Source: an optimization exercise on an open RTL-to-GDS flow (aim: small area, a short achievable clock period and few clock cycles). Production flows keep margins and buffers that such runs may drop. RTL that was checked went through simulation tests only; none was proved equivalent to the original. Only the layout flow was run in runs 2, 3, 5 and 6; the RTL was not checked for function there. Power and IR drop assume default switching activity.

==> design/flow/design.v <==
module lgappg_sched #(
   parameter int W_WORDS = 8,
   parameter int H_ROWS  = 8
) (
   input  logic         clk,
   input  logic         rst,
   input  logic         start,
   output logic         busy,
   output logic         done,
   input  logic         in_valid,
   output logic         in_ready,
   input  logic [63:0]  in_data,
   output logic         win_valid,
   input  logic         win_ready,
   output logic [575:0] win_data,
   output logic         win_odd
);
   localparam int NW = W_WORDS * H_ROWS;
   localparam int S  = 2 * W_WORDS + 3;
   localparam int CW = $clog2(NW + 1);
   localparam int FW = $clog2(W_WORDS + 2);
   localparam int XW = $clog2(W_WORDS);
   localparam int YW = $clog2(H_ROWS);
   localparam logic [CW-1:0] LAST_IDX   = CW'(NW - 1);
   localparam logic [CW-1:0] FIRST_LOAD = CW'(W_WORDS + 1);
   localparam logic [FW-1:0] FL_END     = FW'(W_WORDS + 1);
   localparam logic [XW-1:0] X_LAST     = XW'(W_WORDS - 1);
   localparam logic [YW-1:0] Y_LAST     = YW'(H_ROWS - 1);
   typedef enum logic [1:0] {IDLE, RUN, FLUSH, DONE} state_t;
   state_t          state_q, state_d;
   logic [CW-1:0]   in_cnt_q, in_cnt_d;
   logic [CW-1:0]   out_cnt_q, out_cnt_d;
   logic [FW-1:0]   fl_cnt_q, fl_cnt_d;
   logic [XW-1:0]   col_q, col_d;
   logic [YW-1:0]   row_q, row_d;
   logic [S-1:0][63:0] store_q;
   logic [S-1:0][63:0] store_d;
   logic [S-1:0][63:0] store_nx;
   logic [575:0]    win_data_q, win_data_d;
   logic            win_valid_q, win_valid_d;
   logic            win_odd_q, win_odd_d;
   logic [575:0]    win_nx;
   logic slot_free, acc, fl_shift, hs, load;
   always_comb begin
      slot_free = !win_valid_q || win_ready;
      acc       = (state_q == RUN) && in_valid && slot_free;
      fl_shift  = (state_q == FLUSH) && (fl_cnt_q != FL_END) && slot_free;
      hs        = win_valid_q && win_ready;
      load      = (acc && (in_cnt_q >= FIRST_LOAD)) || fl_shift;
      store_nx[0] = (state_q == RUN) ? in_data : 64'd0;
      for (int j = 1; j < S; j++) begin
         store_nx[j] = store_q[j-1];
      end
   end
   for (genvar k = 0; k < 9; k++) begin : g_win
      localparam int  DR = k / 3 - 1;
      localparam int  DC = k % 3 - 1;
      localparam int  J  = W_WORDS + 1 - (DR * W_WORDS + DC);
      localparam bit  UP = (DR < 0);
      localparam bit  DN = (DR > 0);
      localparam bit  LF = (DC < 0);
      localparam bit  RT = (DC > 0);
      logic wall;
      assign wall = (UP && (row_q == '0)) || (DN && (row_q == Y_LAST)) ||
                    (LF && (col_q == '0)) || (RT && (col_q == X_LAST));
      assign win_nx[64*k +: 64] = wall ? 64'd0 : store_nx[J];
   end
   always_comb begin
      state_d     = state_q;
      in_cnt_d    = in_cnt_q;
      out_cnt_d   = out_cnt_q;
      fl_cnt_d    = fl_cnt_q;
      col_d       = col_q;
      row_d       = row_q;
      store_d     = store_q;
      win_data_d  = win_data_q;
      win_valid_d = win_valid_q;
      win_odd_d   = win_odd_q;
      case (state_q)
         IDLE: begin
            if (start) begin
               state_d   = RUN;
               in_cnt_d  = '0;
               out_cnt_d = '0;
               fl_cnt_d  = '0;
               col_d     = '0;
               row_d     = '0;
               for (int j = 0; j < S; j++) begin
                  store_d[j] = 64'd0;
               end
            end
         end
         RUN: begin
            if (acc && (in_cnt_q == LAST_IDX)) state_d = FLUSH;
         end
         FLUSH: begin
            if (hs && (out_cnt_q == LAST_IDX)) state_d = DONE;
         end
         default: state_d = IDLE;
      endcase
      if (acc)      in_cnt_d  = in_cnt_q + CW'(1);
      if (fl_shift) fl_cnt_d  = fl_cnt_q + FW'(1);
      if (hs)       out_cnt_d = out_cnt_q + CW'(1);
      if (acc || fl_shift) store_d = store_nx;
      if (load) begin
         win_data_d  = win_nx;
         win_valid_d = 1'b1;
         win_odd_d   = row_q[0];
         if (col_q == X_LAST) begin
            col_d = '0;
            row_d = (row_q == Y_LAST) ? '0 : row_q + YW'(1);
         end else begin
            col_d = col_q + XW'(1);
         end
      end else if (hs) begin
         win_valid_d = 1'b0;
      end
   end
   always_ff @(posedge clk) begin
      if (rst) begin
         state_q     <= IDLE;
         in_cnt_q    <= '0;
         out_cnt_q   <= '0;
         fl_cnt_q    <= '0;
         col_q       <= '0;
         row_q       <= '0;
         win_data_q  <= '0;
         win_valid_q <= 1'b0;
         win_odd_q   <= 1'b0;
         for (int j = 0; j < S; j++) begin
            store_q[j] <= 64'd0;
         end
      end else begin
         state_q     <= state_d;
         in_cnt_q    <= in_cnt_d;
         out_cnt_q   <= out_cnt_d;
         fl_cnt_q    <= fl_cnt_d;
         col_q       <= col_d;
         row_q       <= row_d;
         win_data_q  <= win_data_d;
         win_valid_q <= win_valid_d;
         win_odd_q   <= win_odd_d;
         store_q     <= store_d;
      end
   end
   assign in_ready  = (state_q == RUN) && slot_free;
   assign busy      = (state_q == RUN) || (state_q == FLUSH);
   assign done      = (state_q == DONE);
   assign win_valid = win_valid_q;
   assign win_data  = win_data_q;
   assign win_odd   = win_odd_q;
endmodule
==> design/flow/run.sh <==
#!/bin/bash
# synth_recipe.tcl (not shown) runs the flow's synth.tcl, then flattens the netlist and writes it again
# the make line also repeats each setting of config.mk as NAME=value (left out here)
make -C /OpenROAD-flow-scripts/flow DESIGN_CONFIG=/design/flow/config.mk WORK_HOME=/design/flow/orfs CLKGATE_MAP_FILE= SYNTH_SCRIPT=/design/flow/synth_recipe.tcl finish
==> design/flow/config.mk <==
export PLATFORM = sky130hd
export DESIGN_NAME = lgappg_sched
export DESIGN_NICKNAME = lgappg_sched
export VERILOG_FILES = /design/flow/design.v
export SDC_FILE = /design/flow/constraint.sdc
export NUM_CORES = 4
export LEC_CHECK = 0
export CAP_MARGIN = 20
export CORE_MARGIN = 2
export CORE_UTILIZATION = 40
export SLEW_MARGIN = 20
==> design/flow/constraint.sdc <==
create_clock -name core_clock -period 4.0 [get_ports {clk}]
set_input_delay 0.8000 -clock core_clock [delete_from_list [all_inputs] [get_ports {clk}]]
set_output_delay 0.8000 -clock core_clock [all_outputs]
set_load 0.01 [all_outputs]
==> summary.md, run 1 <==
| Metric | Value |
|---|---|
| Clk sink count | 1756 |
| Post-Syn Nets | 8317 |
| Routed vias/inst | 5.88 |
| Top_reg_cell synth | dfxtp_1 |
| Lkg Pwr | 0.0254 uW |
| Synth Register Bits | 1756 |
| Highest Clock Rate | 289 MHz |
| Via count | 62500 |
| Synth area leaders | dfxtp_1 51%, a21oi_1 12%, nand3_1 12%, o21ai_0 9.4%, clkbuf_1 4.4% |
| Synth warn | 1 |
| GRT Total Usage | 25.1% |
| Root Driver | clkbuf_16 |
| Worst vdd ir | around 480 uV |
| Pwr Density | 544 nW/um2 |
| Final setup violation count | 0 |
| Share of the synthesized area in the top cell type | 51.4% |
| Synth top cells by count | 1756 x dfxtp_1, 1681 x a21oi_1, 1674 x nand3_1, 1290 x o21ai_0, 805 x clkbuf_1 |
| Slew Limit Fails | 0 |
| Max-Cap Viols | 0 |
| RSZ-0062 raised after global routing | false |
| Final nets | 8336 |
| Layout fillers | between 15000 and 20000 |
| GPL Wtd Cong | 0.902 |
| Clock Skew | 34.2 ps |
| Clock buffer depth | 3 |
| First-pass GRT wire length | 350 mm |
| Worst Setup End Kind | output pin |
| DP HPWL | 147 mm |
| Hold_buf cts | 0 |
| TritonRoute pass-1 iters | 6 |
| CP startpoint kind | input pin |
| Number of post-CTS setup repair buffers | 0 |
| CP Data Arrival Time | 2670 ps |
| CTS buffer count | 187 |
| Initial Util | 40.3% |
| Ys async rst share | 0% |
| Die Y | 417 um |
| Worst slew margin | 27.9% |
| Antenna violations before repair | 4 |
| Total global routing overflow | 0 |
| Synth cell types | 46 |
| Share of layout cells above drive strength 1 | 6.06% |
| Clock Latency Late Sink | 840 ps |
| Worst reg2reg setup slack | 1230 ps |
| Top-count cell post-synth | dfxtp_1 |
| Crit Path Class | in2out |
| Critical path fanouts, max | 7 |
| Cells after synthesis | 8233 |
| Post-Route WL | 231 mm |
| Area of the multi-input gates | 29000 um2 |
| Sequential area share after synthesis | 51.4% |
| Clock transition at path regs | 60 ps |
| Die width | 417 um |
| Post-synth EDFFs | 0 |
| Area grow syn2layout | 20.2% |
| Slew @ Worst Pin | 1080 ps |
| Crit path time final | 3470 ps |
| Run status | complete, no violations |
| DIE AREA | 174000 um2 |
| Core box area | 169000 um2 |
| Largest net degree at the start of global routing | 244 |
| Vias in the first global route | 58800 |
| Final hold violation count | 0 |
| Final period utilization | 86.6% |
| Register area | about 35000 um2 |
| H-tree depth | 4 |
| Detailed Route Iter0 Violations | roughly 6400 |
| Buffers on Ports | 649 |
| Mapped Area | 68300 um2 |
| Fin util | 48.5% |
| Syn_area_per_cell | between 8 and 9 um2 |
| DR WL/cell | 21.8 um |
| Routed Antenna Nets | 0 |
| CTS tree | yes |
| Leading area contributor after synthesis | dfxtp_1 |
| WP data required | 3200 ps |
| Io pins | 650 |
| Setup TNS | 0 ps |
| Post_cts resized | 0 |
| Hold Path Class | in2reg |
| # DRC | 0 |
| Site row count | 151 |
[cell families after synthesis]
| logic type | after synthesis | share of synthesized area, % |
|---|---|---|
| buf+inv | 1018 | 6.19 |
| compound gates | 3379 | 26.4 |
| flops | 1756 | 51.4 |
| fa+ha+maj | 15 | 0.275 |
| simple gates | 1995 | 14.6 |
| mux | 69 | 1.01 |
| xor+xnor | 1 | 0.0128 |
[where the power goes]
| group | total, uW | internal, uW | switching (uW) |
|---|---|---|---|
| clock | 17300 | 9890 | 7370 |
| sequential | 17700 | 17600 | 120 |
| combinational | 9690 | 1910 | 7790 |
| total | 44700 | 29400 | 15300 |
[stage by stage]
step | instances | hold WS (ps) | setup WS, ps | power (uW) | cell area [um2]
2_1_floorplan | 8233 | 440 | 1690 | 24700 | 68300
3_3_place_gp | 10300 | 444 | 505 | 27700 | 76000
3_5_place_dp | 10300 | 451 | 499 | 27700 | 76000
4_1_cts | 10600 | 339 | 481 | 44900 | 82100
5_1_grt | 10600 | 370 | 398 | 46500 | 82100
6_report | 10600 | 376 | 534 | 44700 | 82100
[final timing paths]
check	startpoint	to	cells past startpoint
worst min register to register	store_q[696]	store_q[760]	2
worst max register to register	state_q[1]	store_q[677]	8
worst min-delay path	rst	win_data_q[391]	2
worst max-delay path	win_ready	in_ready	4
[cell type report]
type                            count  area share [%]
Sequential cell                  1756            42.8
Multi-Input combinational cell   5459            35.4
Timing Repair Buffer              836            11.0
Clock buffer                      272            6.51
Tap cell                         2218            3.38
Clock inverter                     60           0.911
Inverter                           12          0.0548
Antenna cell                        2         0.00609
[sequential cells by signal (all words and copies together), names as in the netlist, 2 cells and up]
| name | flops |
|---|---|
| store_q | 1152 |
| row_q | 3 |
| win_data_q | 576 |
| in_cnt_q | 7 |
| fl_cnt_q | 4 |
| out_cnt_q | 7 |
| state_q | 2 |
| col_q | 3 |
[critical path: stages]
cell and delay [ps]:
clkdlybuf4s50_1 520, nor2b_1 630, nor2_1 150, clkdlybuf4s50_1 560
[routing by layer]
layer / global-route usage, % / routed length [um] / vias to the layer above
li1: - / - / 29800
met1: 29.8 / 89800 / 30500
met2: 43.2 / 116000 / 1729
met3: 3.79 / 11600 / 446
met4: 14.1 / 13700 / 4
met5: 0 / 23 / -
[cell usage in the layout, fill, tap and decap left out, types with 3 or more instances in the layout]
cell type,count
nand2_1,140
clkbuf_1,50
or3_1,3
clkinv_8,4
inv_1,11
buf_4,100
nand3b_1,5
inv_6,4
ha_2,3
buf_12,87
nor2_4,5
nand4_1,3
clkinv_2,29
inv_16,3
ha_1,12
clkbuf_8,35
nor3_1,8
mux2i_1,67
clkdlybuf4s50_1,648
o21ai_0,1290
nand2b_1,3
o41ai_1,3
nand3_1,1673
a211oi_1,4
o211ai_2,20
a21oi_1,1681
nor2_1,12
dfxtp_1,1756
clkinv_16,4
nor2b_1,131
o211ai_1,365
clkbuf_16,187
clkinvlp_4,7
bufinv_16,9
Testbench counts, summed over its fixed seeds: cycles 9,728.
==> run 2, diff against run 1 <==
==> design/flow/design.v (replaced) <==
module lgappg_sched #(
   parameter int W_WORDS = 8,
   parameter int H_ROWS  = 8
) (
   input  logic         clk,
   input  logic         rst,
   input  logic         start,
   output logic         busy,
   output logic         done,
   input  logic         in_valid,
   output logic         in_ready,
   input  logic [63:0]  in_data,
   output logic         win_valid,
   input  logic         win_ready,
   output logic [575:0] win_data,
   output logic         win_odd
);
   localparam int NW = W_WORDS * H_ROWS;
   localparam int S  = 2 * W_WORDS + 3;
   localparam int XW = $clog2(W_WORDS);
   localparam int YW = $clog2(H_ROWS);
   localparam int PW = XW + YW;
   localparam logic [PW-1:0] LAST_IDX   = PW'(NW - 1);
   localparam logic [PW-1:0] FIRST_LOAD = PW'(W_WORDS + 1);
   localparam logic [XW-1:0] X_LAST     = XW'(W_WORDS - 1);
   localparam logic [YW-1:0] Y_LAST     = YW'(H_ROWS - 1);
   logic            run_q, flush_q, done_q, wv_q, odd_q;
   logic [PW-1:0]   in_cnt_q;    
   logic [PW-1:0]   pos_q;       
   logic [8:0]      kill_q;      
   logic [S-1:0][63:0] store_q;  
   logic slot_free, acc, shift, load, hs, last_hs;
   logic [PW-1:0] npos;
   logic [YW-1:0] nrow;
   logic [XW-1:0] ncol;
   assign slot_free = !wv_q || win_ready;
   assign acc       = run_q && in_valid && slot_free;
   assign shift     = acc || (flush_q && slot_free && (pos_q != LAST_IDX));
   assign load      = shift && (flush_q || (in_cnt_q >= FIRST_LOAD));
   assign hs        = wv_q && win_ready;
   assign last_hs   = hs && flush_q && (pos_q == LAST_IDX);
   assign npos      = pos_q + PW'(1);
   assign nrow      = npos[PW-1:XW];
   assign ncol      = npos[XW-1:0];
   always_ff @(posedge clk) begin
      if (shift) begin
         store_q[0] <= ~in_data;
         for (int j = 1; j < S; j++) store_q[j] <= store_q[j-1];
      end
   end
   always_ff @(posedge clk) begin
      if (load) begin
         odd_q <= nrow[0];
         for (int k = 0; k < 9; k++) begin
            kill_q[k] <= ((k / 3 == 0) && (nrow == '0)) || ((k / 3 == 2) && (nrow == Y_LAST)) ||
                         ((k % 3 == 0) && (ncol == '0)) || ((k % 3 == 2) && (ncol == X_LAST));
         end
      end
   end
   always_ff @(posedge clk) begin
      if (rst) begin
         run_q    <= 1'b0;
         flush_q  <= 1'b0;
         done_q   <= 1'b0;
         wv_q     <= 1'b0;
         in_cnt_q <= '0;
         pos_q    <= '0;
      end else begin
         done_q <= last_hs;
         if (!run_q && !flush_q && !done_q && start) begin
            run_q    <= 1'b1;
            in_cnt_q <= '0;
            pos_q    <= LAST_IDX;
         end
         if (acc) begin
            in_cnt_q <= in_cnt_q + PW'(1);
            if (in_cnt_q == LAST_IDX) begin
               run_q   <= 1'b0;
               flush_q <= 1'b1;
            end
         end
         if (last_hs) flush_q <= 1'b0;
         if (load) begin
            wv_q  <= 1'b1;
            pos_q <= npos;
         end else if (hs) begin
            wv_q <= 1'b0;
         end
      end
   end
   for (genvar k = 0; k < 9; k++) begin : g_win
      localparam int J = W_WORDS + 1 - ((k / 3 - 1) * W_WORDS + (k % 3 - 1));
      assign win_data[64*k +: 64] = ~(store_q[J] | {64{kill_q[k]}});
   end
   assign in_ready  = run_q && slot_free;
   assign busy      = run_q || flush_q;
   assign done      = done_q;
   assign win_valid = wv_q;
   assign win_odd   = odd_q;
endmodule
--- a/design/flow/config.mk
+++ b/design/flow/config.mk
@@ -8,4 +8,5 @@
 export CAP_MARGIN = 20
 export CORE_MARGIN = 2
 export CORE_UTILIZATION = 40
+export SETUP_SLACK_MARGIN = 1.6
 export SLEW_MARGIN = 20
==> run 2 against run 1 <==
- critical endpoint is now win_data[162]
- largest power group unchanged
- non-clock buffer count increased by 127
- still clean
- sequential share of layout area increased by 20 points
- combinational power decreased by 92%
- sequential power decreased by 15%
- clock skew decreased by 2.5 ps
- hold slack improved by 34 ps
- largest cell class unchanged
- via count decreased by 66%
- clock power decreased by 36%
- highest routed layer is now met4
- count of clock-buffer cells in the layout decreased by 118
==> summary.md, run 2 <==
| Metric | Value |
|---|---|
| Lkg Pwr | 0.0212 uW (-17%) |
| PnR Total Power | 26900 uW (-40%) |
| Antenna violations before repair | 5 (+1) |
| Max-Cap Viols | 0 (unchanged) |
| Worst slew margin | 49.8% (+22 points) |
| Synth area leaders | edfxtp_1 91%, nor2_1 4.8%, inv_1 1.3%, dfxtp_1 0.79%, clkbuf_1 0.46% |
| Cells after synthesis | 2038 (-75%) |
| Clock buffer depth | 3 (unchanged) |
| TritonRoute pass-1 iters | 5 (-1) |
| Critical path fanouts, max | 32 (+25) |
| Sequential area share after synthesis | 91.9% (+40 points) |
| Clk sink count | 1241 (-29%) |
| DR WL/cell | 22.8 um (+4.7%) |
| Syn_area_per_cell | 19.8 um2 (+140%) |
| Final setup violation count | 0 (unchanged) |
| DIE AREA | 104000 um2 (-41%) |
| Highest Clock Rate | 332 MHz (+15%) |
| Run status | complete, no violations |
| GPL Wtd Cong | 0.877 (-2.8%) |
| RSZ-0062 raised after global routing | true |
| Largest register FFs | 1216 (+5.6%) |
| # DRC | 0 (unchanged) |
| Commonest non-fill, non-tap cell in the layout | edfxtp_1 |
| # diodes | 0 (-2) |
| GRT Total Usage | 17.2% (-7.9 points) |
| Biggest registers after layout | store_q x1216, kill_q x8 |
| Post-Syn Nets | 2113 (-75%) |
| Synth top cells by count | 1225 x edfxtp_1, 521 x nor2_1, 135 x inv_1, 50 x clkbuf_1, 16 x dfxtp_1 |
| WP data required | 3200 ps (about the same) |
| Fin Hold WS | 411 ps (+34.2 ps) |
| Final hold violation count | 0 (unchanged) |
| Worst vdd ir | 367 uV (-23%) |
| Root Driver | clkbuf_16 |
| Clock transition at path regs | 60 ps (about the same) |
| Fin util | 59.2% (+11 points) |
| Ys async rst share | 0% (unchanged) |
| Post-synth EDFFs | 1225 (+1225) |
| Initial Util | 40.3% (about the same) |
| Final period utilization | 75.3% (-11 points) |
| Slew Limit Fails | 0 (unchanged) |
| DP HPWL | 58.4 mm (-60%) |
| Leading area contributor after synthesis | edfxtp_1 |
| Io pins | 650 (unchanged) |
| Site row count | 116 (-23%) |
| Routed vias/inst | 4.71 (-20%) |
| Worst Setup End Kind | output pin |
| Crit path time final | 3010 ps (-453 ps) |
| Largest net degree at the start of global routing | 105 (-57%) |
| Via count | 21000 (-66%) |
| CP Data Arrival Time | 2210 ps (-460 ps) |
| Hold Path Class | reg2reg |
| Post-Route WL | 102 mm (-56%) |
| First-pass GRT wire length | 131 mm (-63%) |
| Biggest register | store_q |
| Top_reg_cell synth | edfxtp_1 |
| Buffers on Ports | 649 (unchanged) |
| Clock Latency Late Sink | 700 ps (-140 ps) |
| Fin worst setup slack | 987 ps (+453 ps) |
| Core box area | 100000 um2 (-41%) |
| Total global routing overflow | 0 (unchanged) |
| CTS buffer count | 121 (-35%) |
| Slew @ Worst Pin | 750 ps (-331 ps) |
| Routed Antenna Nets | 0 (unchanged) |
| Most frequent cells in the layout | 1225 x edfxtp_1, 376 x buf_6, 344 x nor2_4 |
| Mapped Area | 40400 um2 (-41%) |
| Final nets | 3140 (-62%) |
| Synth cell types | 42 (-8.7%) |
| Clock Skew | 31.7 ps (-2.45 ps) |
| CTS tree | yes |
| Top-count cell post-synth | edfxtp_1 |
| H-tree depth | 3 (-1) |
| CP startpoint kind | flop |
| Share of layout cells above drive strength 1 | 42.9% (+37 points) |
| Synth warn | 1 (unchanged) |
| Hold_buf cts | 0 (unchanged) |
| Crit Path Class | reg2out |
| Pwr Density | 454 nW/um2 (-17%) |
| Vias in the first global route | 20200 (-66%) |
| Die Y | 322 um (-23%) |
| DP Worst Slack | 913 ps (+414 ps) |
| Area grow syn2layout | 46.9% |
| Detailed Route Iter0 Violations | 1566 (-75%) |
| Share of the synthesized area in the top cell type | 91.1% (+40 points) |
| Die width | 322 um (-23%) |
| Layout fillers | 7150 (-56%) |
| Synth Register Bits | 1241 (-29%) |
## run 2: path summary, 6_finish.rpt
path | start | to | slack (ps) | cells after the start
max | kill_q[2] | win_data[162] | 990 | 3
min reg2reg | store_q[950] | store_q[1014] | 410 | 0
max reg2reg | pos_q[0] | pos_q[5] | 1710 | 8
min | store_q[950] | store_q[1014] | 410 | 0
## run 2: logic make-up (layout without fill, tap and decap cells)
logic type	after synthesis	count (layout)	synth area share (%)
buffers and inverters	198	1327	1.86
multiplexers	4	4	0.115
adder cells (fa/ha/maj)	6	6	0.186
flip-flops	1241	1241	91.9
XOR/XNOR	2	2	0.0434
AO/OA/AOI/OAI	28	28	0.527
AND/OR/NAND/NOR	559	561	5.41
## run 2: repair_timing
action                                  4_1_cts  5_1_grt
endpoints found under the setup margin     1460     1238
buffers inserted                             77      143
pin swaps                                    58      257
cloned                                       23       18
resized for setup                          1596     1414
## run 2: worst max-delay path, stage by stage, from the launching register on
cell and delay, ps:
edfxtp_1 430, clkbuf_16 240, nor2_4 190, clkdlybuf4s50_1 560
## run 2: metal layers
| metal | vias to the layer above | share of wire [%] | track usage, % |
|---|---|---|---|
| li1 | 9467 | - | - |
| met2 | 680 | 54 | 30.6 |
| met5 | - | 0 | 0 |
| met3 | 203 | 4.5 | 2.90 |
| met1 | 10700 | 38 | 21.1 |
| met4 | 0 | 3.7 | 6.66 |
## run 2: per-stage QoR
stage / setup TNS [ps] / cells / cell area (um2)
3_5_place_dp: 0 / 3979 / 49000
3_3_place_gp: 0 / 3979 / 49000
6_report: 0 / 4467 / 59300
2_1_floorplan: -2844850 / 2038 / 40400
5_1_grt: 0 / 4467 / 59300
4_1_cts: 0 / 4306 / 54900
## run 2: cell type report
type	count	area [um2]	share of cell area (%)
Inverter	137	514	0.867
Clock inverter	73	666	1.12
Multi-Input combinational cell	601	5400	9.11
Tap cell	1298	1620	2.74
Timing Repair Buffer	963	10700	18.1
Sequential cell	1241	37100	62.6
Clock buffer	154	3270	5.51
## run 2: power by group
| group | switching [uW] | internal (uW) |
|---|---|---|
| combinational | 447 | 329 |
| sequential | 279 | 14800 |
| clock | 4680 | 6420 |
==> run 3, diff against run 2 <==
--- a/design/flow/config.mk
+++ b/design/flow/config.mk
@@ -8,5 +8,5 @@
 export CAP_MARGIN = 20
 export CORE_MARGIN = 2
 export CORE_UTILIZATION = 40
-export SETUP_SLACK_MARGIN = 1.6
+export SETUP_SLACK_MARGIN = 2.2
 export SLEW_MARGIN = 20
==> run 3 against run 2 <==
- die area unchanged
- clock skew shrank 2.4 ps
- still clean on timing, DRC and antenna
- sequential power hardly changed
- highest routed layer unchanged
- critical endpoint is now win_data[35]
- critical path type unchanged
- synthesized area did not move
- hold slack better by 1.9 ps
- clock power barely moved
- synthesized cell count did not move
==> summary.md, run 3 <==
| Metric | Value |
|---|---|
| Reg2reg end | store_q[929] |
| Biggest register | store_q |
| WP data required | 3200 ps (about the same) |
| Largest register FFs | 1216 (unchanged) |
| Antenna violations before repair | 2 (-3) |
| Die width | 322 um (unchanged) |
| CTS buffer count | 121 (unchanged) |
| Most frequent cells in the layout | 1225 x edfxtp_1, 472 x buf_6, 346 x nor2_4 |
| Clk sink count | 1241 (unchanged) |
| Slew @ Worst Pin | 795 ps (+45.2 ps) |
| Via count | 23700 (+13%) |
| DP Area | 49000 um2 (unchanged) |
| Crit path time final | 3050 ps (+38.5 ps) |
| Vias in the first global route | 22700 (+12%) |
| DP HPWL | 58.4 mm (unchanged) |
| GPL Wtd Cong | 0.877 (unchanged) |
| Pwr Density | 419 nW/um2 (-7.8%) |
| Initial Util | 40.3% (unchanged) |
| Share of the synthesized area in the top cell type | 91.1% (unchanged) |
| Clock buffer depth | 3 (unchanged) |
| Setup TNS | 0 ps (unchanged) |
| Final Non-Filler Cells | 4837 (+8.3%) |
| Buffers on Ports | 649 (unchanged) |
| DR WL/cell | 25.5 um (+12%) |
| Sequential area share after synthesis | 91.9% (unchanged) |
| Critical path fanouts, max | 32 (unchanged) |
| Final hold violation count | 0 (unchanged) |
| Total global routing overflow | 0 (unchanged) |
| RSZ-0062 raised after global routing | true |
| Core box area | 100000 um2 (unchanged) |
| Slew Limit Fails | 0 (unchanged) |
| Met2 usage | 35.8% (+5.2 points) |
| Site row count | 116 (unchanged) |
| Final nets | 3508 (+12%) |
| CP startpoint kind | flop |
| Post-Route WL | 123 mm (+21%) |
| Root Driver | clkbuf_16 |
| Final setup violation count | 0 (unchanged) |
| Fin worst setup slack | 949 ps (-38.5 ps) |
| Syn_area_per_cell | 19.8 um2 (unchanged) |
| Family with the most delay on the worst path | buffers and inverters |
| Top_reg_cell synth | edfxtp_1 |
| Leading area contributor after synthesis | edfxtp_1 |
| Crit-path cells | clkbuf_16, nor2_2, clkdlybuf4s50_1 |
| Routed vias/inst | 4.90 (+4.1%) |
| PnR Total Power | 28100 uW (+4.3%) |
| WP buf/inv | 2 (unchanged) |
| Worst reg2reg setup slack | 1790 ps (+80 ps) |
| Worst Setup End Kind | output pin |
| CTS tree | yes |
| Cells after synthesis | 2038 (unchanged) |
| Io pins | 650 (unchanged) |
| Area grow syn2layout | 66.1% |
| Slowest stage delay, CP | 560 ps (about the same) |
| Hold path cells | 0 (unchanged) |
| # DRC | 0 (unchanged) |
| Post-Syn Nets | 2113 (unchanged) |
| Worst reg2reg startpoint | pos_q[0] |
| Detailed Route Iter0 Violations | 1858 (+19%) |
| Worst Hold End | store_q[804] |
| First-pass GRT wire length | 152 mm (+17%) |
| Synth cell types | 42 (unchanged) |
| Highest Clock Rate | 328 MHz (-1.3%) |
| Worst vdd ir | 358 uV (-2.3%) |
| GRT Total Usage | 20.3% (+3.1 points) |
| TritonRoute pass-1 iters | 5 (unchanged) |
| Run status | complete, no violations |
| CP Data Arrival Time | 2250 ps (+40 ps) |
| Synth Register Bits | 1241 (unchanged) |
| Synth area leaders | edfxtp_1 91%, nor2_1 4.8%, inv_1 1.3%, dfxtp_1 0.79%, clkbuf_1 0.46% |
| Final instance area | 67100 um2 (+13%) |
| Worst slew margin | 46.8% (-3.0 points) |
| Placed cells | 3979 (unchanged) |
| Share of layout cells above drive strength 1 | 52.4% (+9.5 points) |
| DP Worst Slack | 913 ps (unchanged) |
| Die Y | 322 um (unchanged) |
| Routed Antenna Nets | 0 (unchanged) |
| Cells on worst reg2reg path | 11 (+3) |
| Biggest registers after layout | store_q x1216, kill_q x8 |
| Hold Path Class | reg2reg |
| Crit Path Class | reg2out |
| Ys async rst share | 0% (unchanged) |
| Synth warn | 1 (unchanged) |
| Max-Cap Viols | 0 (unchanged) |
| Worst min-delay path startpoint | store_q[740] |
| Commonest non-fill, non-tap cell in the layout | edfxtp_1 |
| Clock Latency Late Sink | 710 ps (about the same) |
| Clock transition at path regs | 60 ps (about the same) |
| Post-synth EDFFs | 1225 (unchanged) |
| Final period utilization | 76.3% (+0.96 points) |
| Global route hottest layer | met2 |
| Lkg Pwr | 0.0246 uW (+16%) |
| DIE AREA | 104000 um2 (unchanged) |
| Layout fillers | 6090 (-15%) |
| H-tree depth | 3 (unchanged) |
| Largest net degree at the start of global routing | 65 (-38%) |
| Critical path's slowest cell | clkdlybuf4s50_1 |
| Met1 global-route usage | 24.7% (+3.6 points) |
| Mapped Area | 40400 um2 (unchanged) |
| Clock Skew | 29.4 ps (-2.36 ps) |
| Top-count cell post-synth | edfxtp_1 |
| GR met3 Demand/Resource | 3.24% (+0.34 points) |
| Synth top cells by count | 1225 x edfxtp_1, 521 x nor2_1, 135 x inv_1, 50 x clkbuf_1, 16 x dfxtp_1 |
==> run 3: cell types whose count changed in the layout (fill, tap and decap cells not counted), moves of 8 or more <==
cell	previous run	this run
clkbuf_16	138	171
buf_16	29	177
buf_8	27	70
clkbuf_2	10	19
inv_2	2	37
dlygate4sd2_1	65	0
buf_6	376	472
dfxtp_1	15	4
inv_1	135	98
nand2_8	1	9
buf_12	65	113
buf_4	128	177
==> run 3: per-stage QoR <==
step	hold WS [ps]	utilization, %
2_1_floorplan	400	-
3_3_place_gp	400	49.0
3_5_place_dp	405	49.0
4_1_cts	412	60.8
5_1_grt	415	67.0
6_report	413	67.0
==> run 3: cells by family (layout without fill, tap and decap cells) <==
family,count (synthesis),in the layout,synth area share (%)
mux,4,4,0.115
fa+ha+maj,6,6,0.186
flops,1241,1241,91.9
other cells,0,2,0
xor+xnor,2,2,0.0434
compound gates,28,28,0.527
buf+inv,198,1689,1.86
simple gates,559,567,5.41
==> run 3: repair_timing <==
action / 4_1_cts / 5_1_grt
setup endpoints to repair: 1816 / 1814
hold buffers: 0 / 0
gates cloned: 156 / 60
setup buffers: 220 / 193
pin swaps: 80 / 270
endpoints found under the hold margin: 0 / 0
resized for setup: 2166 / 1503
==> run 3: how the worst max path moves through the flow <==
stage               startpoint             to  depth (start not counted)  slack [ps]
floorplan            win_ready     store_q[0]                          3       -2340
global placement     win_ready  store_q[1153]                          6         950
detailed placement   win_ready  store_q[1215]                          6         910
CTS                  kill_q[2]  win_data[132]                          3         970
global route         kill_q[0]   win_data[35]                          3         910
finish               kill_q[0]   win_data[35]                          3         950
==> run 3: where the power goes <==
group | leakage (uW) | internal, uW | total (uW) | switching [uW]
sequential | 0.0114 | 14800 | 15100 | 299
combinational | 0.0113 | 1030 | 1730 | 700
clock | 0.00193 | 6430 | 11300 | 4860
total | 0.0246 | 22200 | 28100 | 5860
==> run 3: layer usage <==
layer | wire length [um] | share of wire (%)
met1 | 46000 | 37
met2 | 65300 | 53
met3 | 5850 | 4.7
met4 | 6110 | 5.0
met5 | 0 | 0
==> run 3: final cells by class <==
| type | count | area [um2] | area share [%] |
|---|---|---|---|
| Tap cell | 1298 | 1620 | 2.42 |
| Inverter | 137 | 522 | 0.778 |
| Timing Repair Buffer | 1325 | 18200 | 27.1 |
| Clock buffer | 154 | 3270 | 4.87 |
| Sequential cell | 1241 | 37100 | 55.4 |
| Multi-Input combinational cell | 607 | 5670 | 8.45 |
| Clock inverter | 73 | 666 | 0.992 |
| Antenna cell | 2 | 5.00 | 0.00746 |
==> run 4, diff against run 3 <==
--- a/design/flow/design.v
+++ b/design/flow/design.v
@@ -44,7 +44,7 @@
    assign ncol      = npos[XW-1:0];
    always_ff @(posedge clk) begin
       if (shift) begin
-         store_q[0] <= ~in_data;
+         store_q[0] <= in_data;
          for (int j = 1; j < S; j++) store_q[j] <= store_q[j-1];
       end
    end
@@ -90,7 +90,7 @@
    end
    for (genvar k = 0; k < 9; k++) begin : g_win
       localparam int J = W_WORDS + 1 - ((k / 3 - 1) * W_WORDS + (k % 3 - 1));
-      assign win_data[64*k +: 64] = ~(store_q[J] | {64{kill_q[k]}});
+      assign win_data[64*k +: 64] = kill_q[k] ? 64'd0 : store_q[J];
    end
    assign in_ready  = run_q && slot_free;
    assign busy      = run_q || flush_q;
--- a/design/flow/config.mk
+++ b/design/flow/config.mk
@@ -8,5 +8,4 @@
 export CAP_MARGIN = 20
 export CORE_MARGIN = 2
 export CORE_UTILIZATION = 40
-export SETUP_SLACK_MARGIN = 2.2
 export SLEW_MARGIN = 20
==> run 4 against run 3 <==
- still clean
- synthesized cell count decreased by 3.1%
- synthesized area increased by 3.1%
- clock power about the same
- sequential share of layout area increased by 14 points
- clock skew decreased by 8.8 ps
- non-clock buffer count decreased by 620
- first-iteration DRC count decreased by 24%
- via count decreased by 22%
- critical path depth unchanged
- wire length decreased by 33%
- global-route usage decreased by 5.2 points
- largest cell class unchanged
==> summary.md, run 4 <==
| Metric | Value |
|---|---|
| Commonest non-fill, non-tap cell in the layout | edfxtp_1 |
| GR met3 Demand/Resource | 3.46% (+0.22 points) |
| Met1 global-route usage | 18.8% (-5.9 points) |
| Die width | 327 um (+1.5%) |
| Initial Util | 40.3% (about the same) |
| Number of post-CTS setup repair buffers | 0 (-100%) |
| Routed vias/inst | 4.45 (-9.1%) |
| Worst vdd ir | 352 uV (-1.6%) |
| Crit path time final | 3420 ps (+367 ps) |
| Post-Syn Nets | 2049 (-3.0%) |
| WP data required | 3200 ps (about the same) |
| Synth area leaders | edfxtp_1 88%, nor2b_1 7.7%, buf_4 1.2%, dfxtp_1 0.77%, clkbuf_1 0.53% |
| Highest Clock Rate | 293 MHz (-11%) |
| Hold_buf cts | 0 (unchanged) |
| Share of layout cells above drive strength 1 | 8.73% (-44 points) |
| CTS buffer count | 131 (+8.3%) |
| Biggest registers after layout | store_q x1216, kill_q x8 |
| Synth top cells by count | 1225 x edfxtp_1, 512 x nor2b_1, 64 x buf_4, 59 x clkbuf_1, 16 x dfxtp_1 |
| Leading area contributor after synthesis | edfxtp_1 |
| Final period utilization | 85.4% (+9.2 points) |
| Pwr Density | 500 nW/um2 (+19%) |
| Lkg Pwr | 0.0174 uW (-29%) |
| Clock Latency Late Sink | 710 ps (about the same) |
| Max-Cap Viols | 0 (unchanged) |
| Critical path endpoint | win_data[400] |
| Worst Setup End Kind | output pin |
| Crit Path Class | reg2out |
| Post_cts resized | 0 (-100%) |
| Share of the synthesized area in the top cell type | 88.3% (-2.8 points) |
| Clock Skew | 20.6 ps (-8.80 ps) |
| Post-synth EDFFs | 1225 (unchanged) |
| Top_reg_cell synth | edfxtp_1 |
| Most frequent cells in the layout | 1225 x edfxtp_1, 649 x clkdlybuf4s50_1, 512 x nor2b_1 |
| Slew Limit Fails | 0 (unchanged) |
| Buffers on Ports | 649 (unchanged) |
| Root Driver | clkbuf_16 |
| Sequential area share after synthesis | 89.1% (-2.8 points) |
| Total global routing overflow | 0 (unchanged) |
| Clock transition at path regs | 60 ps (about the same) |
| Io pins | 650 (unchanged) |
| Clk sink count | 1241 (unchanged) |
| Met2 usage | 25.6% (-10 points) |
| H-tree depth | 4 (+1) |
| Final setup violation count | 0 (unchanged) |
| Core box area | 103000 um2 (+3.2%) |
| Synth Register Bits | 1241 (unchanged) |
| Worst Setup SP | kill_q[6] |
| DR WL/cell | 19.9 um (-22%) |
| Top-count cell post-synth | edfxtp_1 |
| # DRC | 0 (unchanged) |
| Crit-path cells | buf_4, nor2b_1, clkdlybuf4s50_1 |
| Slew @ Worst Pin | 842 ps (+46.7 ps) |
| DIE AREA | 107000 um2 (+3.1%) |
| Final nets | 2762 (-21%) |
| Biggest register | store_q |
| GPL Wtd Cong | 0.906 (+3.4%) |
| Final hold violation count | 0 (unchanged) |
| Worst reg2reg startpoint | pos_q[0] |
| Run status | complete, no violations |
| TritonRoute pass-1 iters | 4 (-1) |
| Syn_area_per_cell | 21.1 um2 (+6.5%) |
| DP HPWL | 57.9 mm (-0.78%) |
| Area grow syn2layout | 29.3% |
| Slowest stage delay, CP | 700 ps (+140 ps) |
| First-pass GRT wire length | 120 mm (-21%) |
| # diodes | 0 (-2) |
| PnR Total Power | 26900 uW (-4.1%) |
| Cells on worst reg2reg path | 6 (-5) |
| Post-Route WL | 82.8 mm (-33%) |
| Largest net degree at the start of global routing | 116 (+78%) |
| Reg2reg end | store_q[1115] |
| Antenna violations before repair | 1 (-1) |
| Synth warn | 1 (unchanged) |
| Hold Path Class | reg2reg |
| Fin Hold WS | 398 ps (-14.9 ps) |
| GRT Total Usage | 15.1% (-5.2 points) |
| Synth cell types | 45 (+7.1%) |
| Clock buffer depth | 3 (unchanged) |
| Detailed Route Iter0 Violations | 1416 (-24%) |
| Largest register FFs | 1216 (unchanged) |
| Critical path's slowest cell | edfxtp_1 |
| Routed Antenna Nets | 0 (unchanged) |
| Worst reg2reg setup slack | 1410 ps (-380 ps) |
| Global route hottest layer | met2 |
| Mapped Area | 41700 um2 (+3.1%) |
| Worst slew margin | 43.9% (-2.9 points) |
| Cells after synthesis | 1974 (-3.1%) |
| CP Data Arrival Time | 2620 ps (+370 ps) |
| Ys async rst share | 0% (unchanged) |
| Via count | 18500 (-22%) |
| RSZ-0062 raised after global routing | false |
| Critical path fanouts, max | 50 (+56%) |
| CTS tree | yes |
| Vias in the first global route | 19000 (-16%) |
| Die Y | 327 um (+1.5%) |
| Site row count | 118 (+1.7%) |
| CP startpoint kind | flop |
==> run 4: cell count changes after synthesis, moves of 2 or more <==
cell / change
nor2_1: -512
nor2b_1: +512
inv_1: -127
buf_4: +64
buf_1: -9
clkbuf_1: +9
a31o_1: -2
a31o_2: +2
o21ai_0: +2
o21ai_1: -2
==> run 4: how the worst min path moves through the flow <==
stage	from	endpoint	slack [ps]	cells after the start
after global placement	store_q[962]	store_q[1026]	400	0
final	store_q[982]	store_q[1046]	400	0
after floorplan	store_q[936]	store_q[1000]	400	0
after global routing	store_q[846]	store_q[910]	410	0
after detailed placement	store_q[945]	store_q[1009]	400	0
after CTS	store_q[982]	store_q[1046]	400	0
==> run 4: cell type report <==
class,instances,area [um2]
fillers,8156,49500
flip-flops and latches,1241,37100
repair buffers,705,7120
multi-input cells,599,3850
clock buffers,161,3500
well taps,1380,1730
clock inverters,69,524
inverters,9,33.8
==> run 4: metrics by stage <==
step | std cells | instance area (um2) | setup slack (ps) | utilization (%) | setup TNS (ps)
after detailed placement | 3934 | 49800 | 868 | 48.2 | 0
after global placement | 3934 | 49800 | 941 | 48.2 | 0
after global routing | 4164 | 53900 | 408 | 52.1 | 0
after CTS | 4164 | 53900 | 469 | 52.1 | 0
after floorplan | 1974 | 41700 | -2450 | - | -2983420
final | 4164 | 53900 | 582 | 52.1 | 0
==> run 4: cells by family (layout without fill, tap and decap cells) <==
kind of cell | Yosys count | count (layout) | synth area share (%)
AO/OA/AOI/OAI | 28 | 28 | 0.493
XOR/XNOR | 2 | 2 | 0.0421
adder cells (fa/ha/maj) | 6 | 6 | 0.180
buffers and inverters | 134 | 944 | 1.80
flip-flops | 1241 | 1241 | 89.1
multiplexers | 4 | 4 | 0.111
AND/OR/NAND/NOR | 559 | 559 | 8.31
==> run 4: critical path, delay by kind of cell (launching register included) <==
family        cells  cell delay (ps)
buf+inv           2             1070
simple gates      1              140
flops             1              700
==> run 4: power by group <==
group          switching, uW  internal, uW  leakage [uW]  total (uW)
combinational            408           334       0.00406         743
clock                   4730          6490       0.00194       11200
sequential               194         14800        0.0114       15000
total                   5330         21600        0.0174       26900
==> run 4: layer usage <==
metal	vias to the layer above	wire (um)	part of all wire (%)
met4	0	2720	3.3
met1	9207	34100	41
met3	138	3900	4.7
li1	8690	-	-
met5	-	0	0
met2	504	42100	51
Testbench counts of run 4, summed over its fixed seeds: cycles 9,728.
==> run 5, diff against run 4 <==
--- a/design/flow/design.v
+++ b/design/flow/design.v
@@ -30,7 +30,7 @@
    logic [8:0]      kill_q;      
    logic [S-1:0][63:0] store_q;  
    logic slot_free, acc, shift, load, hs, last_hs;
-   logic [PW-1:0] npos;
+   logic [PW-1:0] npos, pos_d;
    logic [YW-1:0] nrow;
    logic [XW-1:0] ncol;
    assign slot_free = !wv_q || win_ready;
@@ -40,21 +40,20 @@
    assign hs        = wv_q && win_ready;
    assign last_hs   = hs && flush_q && (pos_q == LAST_IDX);
    assign npos      = pos_q + PW'(1);
-   assign nrow      = npos[PW-1:XW];
-   assign ncol      = npos[XW-1:0];
    always_ff @(posedge clk) begin
       if (shift) begin
-         store_q[0] <= in_data;
+         store_q[0] <= ~in_data;
          for (int j = 1; j < S; j++) store_q[j] <= store_q[j-1];
       end
    end
+   assign pos_d = load ? npos : pos_q;
+   assign nrow  = pos_d[PW-1:XW];
+   assign ncol  = pos_d[XW-1:0];
    always_ff @(posedge clk) begin
-      if (load) begin
-         odd_q <= nrow[0];
-         for (int k = 0; k < 9; k++) begin
-            kill_q[k] <= ((k / 3 == 0) && (nrow == '0)) || ((k / 3 == 2) && (nrow == Y_LAST)) ||
-                         ((k % 3 == 0) && (ncol == '0)) || ((k % 3 == 2) && (ncol == X_LAST));
-         end
+      odd_q <= nrow[0];
+      for (int k = 0; k < 9; k++) begin
+         kill_q[k] <= ((k / 3 == 0) && (nrow == '0)) || ((k / 3 == 2) && (nrow == Y_LAST)) ||
+                      ((k % 3 == 0) && (ncol == '0)) || ((k % 3 == 2) && (ncol == X_LAST));
       end
    end
    always_ff @(posedge clk) begin
@@ -90,7 +89,7 @@
    end
    for (genvar k = 0; k < 9; k++) begin : g_win
       localparam int J = W_WORDS + 1 - ((k / 3 - 1) * W_WORDS + (k % 3 - 1));
-      assign win_data[64*k +: 64] = kill_q[k] ? 64'd0 : store_q[J];
+      assign win_data[64*k +: 64] = ~(store_q[J] | {64{kill_q[k]}});
    end
    assign in_ready  = run_q && slot_free;
    assign busy      = run_q || flush_q;
==> design/flow/flow/run.sh (new file) <==
#!/bin/bash
# Standard layout, but ports buffered with plain buffers and the resizer free to swap footprints.
set -euo pipefail
bash standard.sh MATCH_CELL_FOOTPRINT=0 'BUFFER_PORTS_ARGS=-buffer_cell sky130_fd_sc_hd__buf_1' finish > standard_flow.log 2>&1
==> design/flow/standard.sh (new file) <==
#!/bin/bash
# synth_recipe.tcl (not shown) runs the flow's synth.tcl, then flattens the netlist and writes it again
# the make line also repeats each setting of config.mk as NAME=value (left out here)
make -C /OpenROAD-flow-scripts/flow DESIGN_CONFIG=/design/flow/config.mk WORK_HOME=/design/flow/orfs CLKGATE_MAP_FILE= SYNTH_SCRIPT=/design/flow/synth_recipe.tcl "${@:-finish}"
--- a/design/flow/config.mk
+++ b/design/flow/config.mk
@@ -8,4 +8,5 @@
 export CAP_MARGIN = 20
 export CORE_MARGIN = 2
 export CORE_UTILIZATION = 40
+export SETUP_SLACK_MARGIN = 0
 export SLEW_MARGIN = 20
removed: design/flow/run.sh
==> run 5 against run 4 <==
- cell area is 9.2% lower
- register-to-register slack got worse by 1000 ps
- clock skew up 3.6 ps
- total power increased by 3.1%
- die area fell by 2.9%
- first-iteration DRC count up 22%
- count of clock-buffer cells in the layout is 3 higher
- via count is 4.1% higher
- sequential power hardly changed
- global-route usage is 0.32 points lower
- highest routed layer unchanged
==> summary.md, run 5 <==
| Metric | Value |
|---|---|
| Ys async rst share | 0% (unchanged) |
| Cells after synthesis | 2062 (+4.5%) |
| First-pass GRT wire length | 116 mm (-3.7%) |
| Worst vdd ir | 398 uV (+13%) |
| TritonRoute pass-1 iters | 4 (unchanged) |
| Top_reg_cell synth | edfxtp_1 |
| Final period utilization | 89.9% (+4.4 points) |
| GRT Total Usage | 14.8% (-0.32 points) |
| Die width | 322 um (-1.5%) |
| Initial Util | 40.4% (+0.055 points) |
| Final setup violation count | 0 (unchanged) |
| Final nets | 2899 (+5.0%) |
| Post_cts resized | 0 (unchanged) |
| Biggest registers after layout | store_q x1216, kill_q x8 |
| RSZ-0062 raised after global routing | false |
| Register area | 37000 um2 (-0.21%) |
| Clock power share | 40.9% (-0.7 points) |
| Area of the multi-input gates | 2670 um2 (-30%) |
| Via count | 19300 (+4.1%) |
| CP startpoint kind | flop |
| Hold_buf cts | 0 (unchanged) |
| Largest register FFs | 1216 (unchanged) |
| Post-Route WL | 79.3 mm (-4.2%) |
| Synth cell types | 44 (-2.2%) |
| CTS buffer count | 130 (-0.76%) |
| Share of the synthesized area in the top cell type | 90.3% (+2.0 points) |
| Placed cells | 3991 (+1.4%) |
| Max-Cap Viols | 0 (unchanged) |
| Cell Int Power | 21800 uW (+0.85%) |
| Clock buffer depth | 3 (unchanged) |
| Critical path fanouts, max | 10 (-80%) |
| Reg2reg end | kill_q[6] |
| Lkg Pwr | 0.0165 uW (-5.2%) |
| Worst min-delay path startpoint | in_data[31] |
| Layout fillers | 8300 (+1.8%) |
| Die Y | 322 um (-1.5%) |
| Sequential area share after synthesis | 91.6% (+2.5 points) |
| Run status | complete, no violations |
| Synth area leaders | edfxtp_1 90%, nor2_1 4.8%, inv_1 1.3%, dfxtp_1 1.2%, clkbuf_1 0.47% |
| Fin Hold WS | 298 ps (-99.8 ps) |
| Clock Latency Late Sink | 710 ps (about the same) |
| Worst reg2reg startpoint | in_cnt_q[1] |
| Post-Syn Nets | 2136 (+4.2%) |
| Setup TNS | 0 ps (unchanged) |
| Worst slew margin | 31.4% (-12 points) |
| Vias in the first global route | 19400 (+2.2%) |
| WP data required | 4640 ps (+1440 ps) |
| Flop pwr share | 54.3% (-1.3 points) |
| CP Data Arrival Time | 4240 ps (+1620 ps) |
| Sw Share | 21.5% (+1.7 points) |
| Slew @ Worst Pin | 1030 ps (+187 ps) |
| Top-count cell post-synth | edfxtp_1 |
| Highest Clock Rate | 278 MHz (-4.9%) |
| # diodes | 0 (unchanged) |
| Clock Skew | 24.1 ps (+3.59 ps) |
| Pwr Density | 568 nW/um2 (+13%) |
| Share of layout cells above drive strength 1 | 7.94% (-0.79 points) |
| Crit path time final | 3590 ps (+177 ps) |
| Synth Register Bits | 1241 (unchanged) |
| Largest net degree at the start of global routing | 105 (-9.5%) |
| Net Sw Power | 5970 uW (+12%) |
| Worst Hold End | store_q[31] |
| Clock transition at path regs | 60 ps (about the same) |
| Root Driver | clkbuf_16 |
| Detailed Route Iter0 Violations | 1733 (+22%) |
| Final Non-Filler Cells | 4220 (+1.3%) |
| DIE AREA | 104000 um2 (-2.9%) |
| Slew Limit Fails | 0 (unchanged) |
| Site row count | 116 (-1.7%) |
| Post-synth EDFFs | 1216 (-0.73%) |
| DP HPWL | 54.2 mm (-6.4%) |
| DR WL/cell | 18.8 um (-5.4%) |
| Clk sink count | 1241 (unchanged) |
| Area grow syn2layout | 21.0% |
| Buffers on Ports | 649 (unchanged) |
| H-tree depth | 4 (unchanged) |
| Routed Antenna Nets | 0 (unchanged) |
| Hold Path Class | in2reg |
| Core box area | 100000 um2 (-3.1%) |
| Crit Path Class | reg2reg |
| Final hold violation count | 0 (unchanged) |
| Worst Setup End Kind | flop |
| Routed vias/inst | 4.57 (+2.7%) |
| Number of post-CTS setup repair buffers | 0 (unchanged) |
| Commonest non-fill, non-tap cell in the layout | edfxtp_1 |
| Antenna violations before repair | 2 (+1) |
| Hold path cells | 2 (+2) |
| Synth top cells by count | 1216 x edfxtp_1, 522 x nor2_1, 135 x inv_1, 51 x clkbuf_1, 25 x dfxtp_1 |
| Synth warn | 1 (unchanged) |
| Syn_area_per_cell | 19.6 um2 (-7.1%) |
| Biggest register | store_q |
| GPL Wtd Cong | 0.876 (-3.4%) |
| # DRC | 0 (unchanged) |
| Mapped Area | 40400 um2 (-3.0%) |
| Worst reg2reg setup slack | 410 ps (-1000 ps) |
| Fin util | 48.8% (-3.3 points) |
| Cells on worst reg2reg path | 11 (+5) |
| Io pins | 650 (unchanged) |
| Leading area contributor after synthesis | edfxtp_1 |
| Comb power frac | 4.8% (+2.0 points) |
| Total global routing overflow | 0 (unchanged) |
| CTS tree | yes |
| Most frequent cells in the layout | 1216 x edfxtp_1, 649 x buf_1, 522 x nor2_1 |
## run 5: worst max-delay path: stages, from the launching register on
cell       delay (ps)
dfxtp_1           360
inv_1              90
ha_1              180
or3b_4            380
a2111oi_4         560
a21o_1            320
inv_2             180
ha_1              390
or4b_2            650
a211oi_1          190
a211oi_1          110
nand3_1           110
## run 5: cell type report
cell class	instances	share of cell area (%)
timing repair buffer	694	6.18
tap	1298	3.32
inverter	136	1.04
clock inverter	65	1.23
sequential	1241	75.7
multi-input combinational	622	5.47
clock buffer	164	7.06
## run 5: per-layer routing
metal  GRT usage (%)  share of wire, %  routed length, um  up-vias
li1                -                 -                  -     8999
met3            3.53               5.1               4070      157
met5               0                 0                  0        -
met1            18.8                42              33000     9553
met2            24.4                50              39500      587
met4            6.51               3.5               2790        0
## run 5: kinds of logic after synthesis
group	after synthesis	share of synthesized area, %
flip-flops	1241	91.6
AND/OR/NAND/NOR	579	5.63
buffers and inverters	199	1.91
AO/OA/AOI/OAI	32	0.594
adder cells (fa/ha/maj)	5	0.155
multiplexers	4	0.0990
XOR/XNOR	2	0.0433
## run 5: per-stage QoR
step / setup slack [ps] / power (uW) / instance area [um2]
after floorplan: -2640 / 16100 / 40500
after global placement: 558 / 16700 / 44900
after detailed placement: 443 / 16700 / 44900
after CTS: 428 / 28100 / 48900
after global routing: 200 / 28800 / 48900
final: 405 / 27800 / 48900
## run 5: power groups by stage
stage          logic (uW)  registers [uW]  clock network (uW)
6_report             1330           15100               11400
3_5_place_dp         1350           15400                   0
2_1_floorplan         803           15300                   0
4_1_cts              1360           15100               11700
5_1_grt              1460           15100               12200
3_3_place_gp         1340           15300                   0
## run 5: worst max path at each step
stage | from | to | slack (ps) | depth (start not counted)
floorplan | win_ready | store_q[0] | -2640 | 3
global placement | in_cnt_q[1] | kill_q[6] | 560 | 11
detailed placement | in_cnt_q[1] | kill_q[6] | 440 | 11
CTS | in_cnt_q[1] | kill_q[6] | 430 | 11
global route | in_cnt_q[1] | kill_q[6] | 200 | 11
finish | in_cnt_q[1] | kill_q[6] | 410 | 11
==> run 6, diff against run 5 <==
--- a/design/flow/config.mk
+++ b/design/flow/config.mk
@@ -8,5 +8,5 @@
 export CAP_MARGIN = 20
 export CORE_MARGIN = 2
 export CORE_UTILIZATION = 40
-export SETUP_SLACK_MARGIN = 0
+export SETUP_SLACK_MARGIN = 1.6
 export SLEW_MARGIN = 20
==> run 6 against run 5 <==
- first-iteration DRC count hardly changed
- register-to-register slack better by 940 ps
- flip-flop and latch count unchanged
- largest cell class unchanged
- clock power about the same
- sequential power about the same
- sequential share of layout area fell by 12 points
- still clean on timing, DRC and antenna
==> summary.md, run 6 <==
| Metric | Value |
|---|---|
| CTS tree | yes |
| Cells after synthesis | 2062 (unchanged) |
| Hold Path Class | in2reg |
| RSZ-0062 raised after global routing | true |
| Synth warn | 1 (unchanged) |
| Net Sw Power | 6830 uW (+14%) |
| Syn_area_per_cell | 19.6 um2 (unchanged) |
| Largest register FFs | 1216 (unchanged) |
| Synth cell types | 44 (unchanged) |
| Die Y | 322 um (unchanged) |
| Post-Syn Nets | 2136 (unchanged) |
| Comb power frac | 10.9% (+6.1 points) |
| Site row count | 116 (unchanged) |
| Slew @ Worst Pin | 944 ps (-85.2 ps) |
| Clock power share | 38.4% (-2.5 points) |
| Max-Cap Viols | 0 (unchanged) |
| Routed vias/inst | 4.77 (+4.2%) |
| Post-synthesis simple-gate area fraction | 5.63% (unchanged) |
| Critical path fanouts, max | 3 (-7) |
| Detailed Route Iter0 Violations | 1734 (+0.058%) |
| Most frequent cells in the layout | 1216 x edfxtp_1, 468 x buf_6, 458 x nor2_4 |
| Highest Clock Rate | 377 MHz (+36%) |
| Fin Hold WS | 297 ps (-1.00 ps) |
| Largest family of logic cells by synthesized area | simple AND/OR/NAND/NOR gates |
| Fin util | 58.5% (+9.6 points) |
| Post-synthesis mux area share | 0.0990% (unchanged) |
| Mapped Area | 40400 um2 (unchanged) |
| Root Driver | clkbuf_16 |
| Synth area leaders | edfxtp_1 90%, nor2_1 4.8%, inv_1 1.3%, dfxtp_1 1.2%, clkbuf_1 0.47% |
| Final nets | 3024 (+4.3%) |
| Routed Antenna Nets | 0 (unchanged) |
| Core box area | 100000 um2 (unchanged) |
| Ys async rst share | 0% (unchanged) |
| Setup TNS | 0 ps (unchanged) |
| Clock Skew | 28.2 ps (+4.02 ps) |
| Run status | complete, no violations |
| Final hold violation count | 0 (unchanged) |
| Met2 routed WL | 53.6 mm (+36%) |
| Worst slew margin | 36.9% (+5.5 points) |
| Final period utilization | 66.3% (-24 points) |
| GPL Wtd Cong | 0.876 (unchanged) |
| # DRC | 0 (unchanged) |
| Crit Path Class | reg2reg |
| First-pass GRT wire length | 135 mm (+17%) |
| Slew Limit Fails | 0 (unchanged) |
| TritonRoute pass-1 iters | 5 (+1) |
| Crit path time final | 2650 ps (-945 ps) |
| Lkg Pwr | 0.0204 uW (+24%) |
| Clk sink count | 1241 (unchanged) |
| Placed cells | 3991 (unchanged) |
| Io pins | 650 (unchanged) |
| Worst Setup End Kind | flop |
| Post-synth EDFFs | 1216 (unchanged) |
| Initial Util | 40.4% (unchanged) |
| Register area | 37100 um2 (about the same) |
| Final Non-Filler Cells | 4345 (+3.0%) |
| Adder-Cell Fraction of Synth Area | 0.155% (unchanged) |
| Total global routing overflow | 0 (unchanged) |
| Area grow syn2layout | 44.9% |
| Top-count cell post-synth | edfxtp_1 |
| Area of the multi-input gates | 6260 um2 (+130%) |
| H-tree depth | 4 (unchanged) |
| CP startpoint kind | flop |
| CTS buffer count | 130 (unchanged) |
| Share of the synthesized area in the top cell type | 90.3% (unchanged) |
| DP HPWL | 54.2 mm (unchanged) |
| DR WL/cell | 23.2 um (+24%) |
| Synth Register Bits | 1241 (unchanged) |
| Clock Latency Late Sink | 720 ps (about the same) |
| Final setup violation count | 0 (unchanged) |
| Clock transition at path regs | 60 ps (about the same) |
| WP data required | 4650 ps (about the same) |
| Antenna violations before repair | 4 (+2) |
| Biggest register | store_q |
| Leading area contributor after synthesis | edfxtp_1 |
| Compound-cell area share of the yosys netlist | 0.594% (unchanged) |
| Sw Share | 22.9% (+1.4 points) |
| Via count | 20700 (+7.3%) |
| Flop pwr share | 50.7% (-3.6 points) |
| Met3 WL | 5.04 mm (+24%) |
| CP Data Arrival Time | 3300 ps (-940 ps) |
| M1 wire length | 38.2 mm (+16%) |
| Layout fillers | 6931 (-16%) |
| Sequential area share after synthesis | 91.6% (unchanged) |
| Biggest registers after layout | store_q x1216, kill_q x8 |
| Clock buffer depth | 3 (unchanged) |
| Pwr Density | 509 nW/um2 (-10%) |
| GRT Total Usage | 17.9% (+3.0 points) |
| Synth top cells by count | 1216 x edfxtp_1, 522 x nor2_1, 135 x inv_1, 51 x clkbuf_1, 25 x dfxtp_1 |
| # diodes | 0 (unchanged) |
| Post-Synth XOR/XNOR Area | 0.0433% (unchanged) |
| Buffers on Ports | 649 (unchanged) |
| Post-Route WL | 101 mm (+27%) |
| Vias in the first global route | 20900 (+7.9%) |
| Largest net degree at the start of global routing | 105 (unchanged) |
| DIE AREA | 104000 um2 (unchanged) |
| Worst vdd ir | 406 uV (+2.0%) |
| Cell Int Power | 23000 uW (+5.4%) |
| Commonest non-fill, non-tap cell in the layout | edfxtp_1 |
| Die width | 322 um (unchanged) |
| Share of layout cells above drive strength 1 | 44.5% (+37 points) |
| Max layer used | met4 |
| Top_reg_cell synth | edfxtp_1 |
## run 6: cell counts after synthesis
Identical to the previous run, type by type.
## run 6: kinds of logic (layout without fill, tap and decap cells)
family                     after synthesis  in the layout
muxes                                    4              4
adders and majority gates                5              5
xor gates and xnor gates                 2              2
AOI/OAI and AO/OA                       32             32
buffers and inverters                  199           1184
and+or+nand+nor                        579            579
DFF                                   1241           1241
## run 6: final cells by class
| type | count | area share [%] |
|---|---|---|
| inverters | 136 | 0.893 |
| clock buffers | 164 | 5.90 |
| repair buffers | 819 | 15.5 |
| well taps | 1298 | 2.77 |
| clock inverters | 65 | 1.02 |
| multi-input cells | 622 | 10.7 |
| flip-flops and latches | 1241 | 63.3 |
## run 6: metrics by stage
| stage | area (um2) | worst slack [ps] | power [uW] |
|---|---|---|---|
| 5_1_grt | 58600 | 1270 | 30800 |
| 2_1_floorplan | 40500 | -2640 | 16100 |
| 4_1_cts | 55700 | 1320 | 29500 |
| 3_5_place_dp | 44900 | 443 | 16700 |
| 6_report | 58600 | 1350 | 29800 |
| 3_3_place_gp | 44900 | 558 | 16700 |
## run 6: path summary, 6_finish.rpt
path | start | to | cells after the start | slack [ps]
hold reg to reg | store_q[471] | store_q[535] | 0 | 390
hold / removal | in_data[60] | store_q[60] | 2 | 300
setup / recovery | in_cnt_q[1] | kill_q[0] | 11 | 1350
setup reg to reg | in_cnt_q[1] | kill_q[0] | 11 | 1350
## run 6: repair_timing
item | in CTS | in global routing
hold buffers | 0 | 0
buffers inserted | 60 | 8
gates resized for setup | 1884 | 714
setup endpoints to repair | 517 | 605
gates cloned | 52 | 5
pin swaps | 337 | 155
## run 6: metal layers
layer,vias to the layer above,global-route usage (%)
met5,-,0
met3,203,3.85
met4,0,7.91
met2,733,30.9
met1,10500,21.5
li1,9294,-
## run 6: power groups by stage
stage | logic (uW) | registers (uW) | clock network, uW
final | 3240 | 15100 | 11500
after global routing | 3390 | 15100 | 12300
after CTS | 2780 | 15100 | 11700
after detailed placement | 1350 | 15400 | 0
after global placement | 1340 | 15300 | 0
after floorplan | 803 | 15300 | 0
## run 6: worst max-delay path, stage by stage, from the launching register on
cell	delay, ps
dfxtp_2	350
inv_4	50
ha_4	140
or3b_4	380
a2111oi_4	410
a21o_4	170
inv_8	40
ha_4	210
or4_4	430
a211oi_4	230
a211oi_2	90
nand2_1	80

==> re-timing with driven ports <==
In the flow no input, the clock included, has a driving cell. The finished layouts below were timed again as built, in two steps.
Step 1, drivers: a clkbuf_16 drives clk and a buf_2 each remaining input, both assumed.
Step 2 moves the port delays by t, midway between the first and last clock arrival at a register: inputs arrive t later, outputs are due t later. That takes back most of the time a late clock gives input paths.
a / b / c = ideal / step 1 / step 2; a / b = the first two.
run | t, ns | setup slack, ns | pins driven straight from the clock port
run 1 | 0.900 | 0.534 / 0.471 / 0.351 | 1
run 2 | 0.742 | 0.987 / 0.936 / 0.952 | 1
run 3 | 0.752 | 0.949 / 0.894 / 1.215 | 1
run 4 | 0.750 | 0.582 / 0.526 / 0.903 | 1
run 5 | 0.749 | 0.405 / 0.405 / 0.405 | 1
run 6 | 0.760 | 1.350 / 1.350 / 1.180 | 1
After both steps setup and hold are still met in every run listed. For run 1, which loses most, drivers alone change the setup slack by -0.063 ns; drivers and shift together by -0.183 ns.
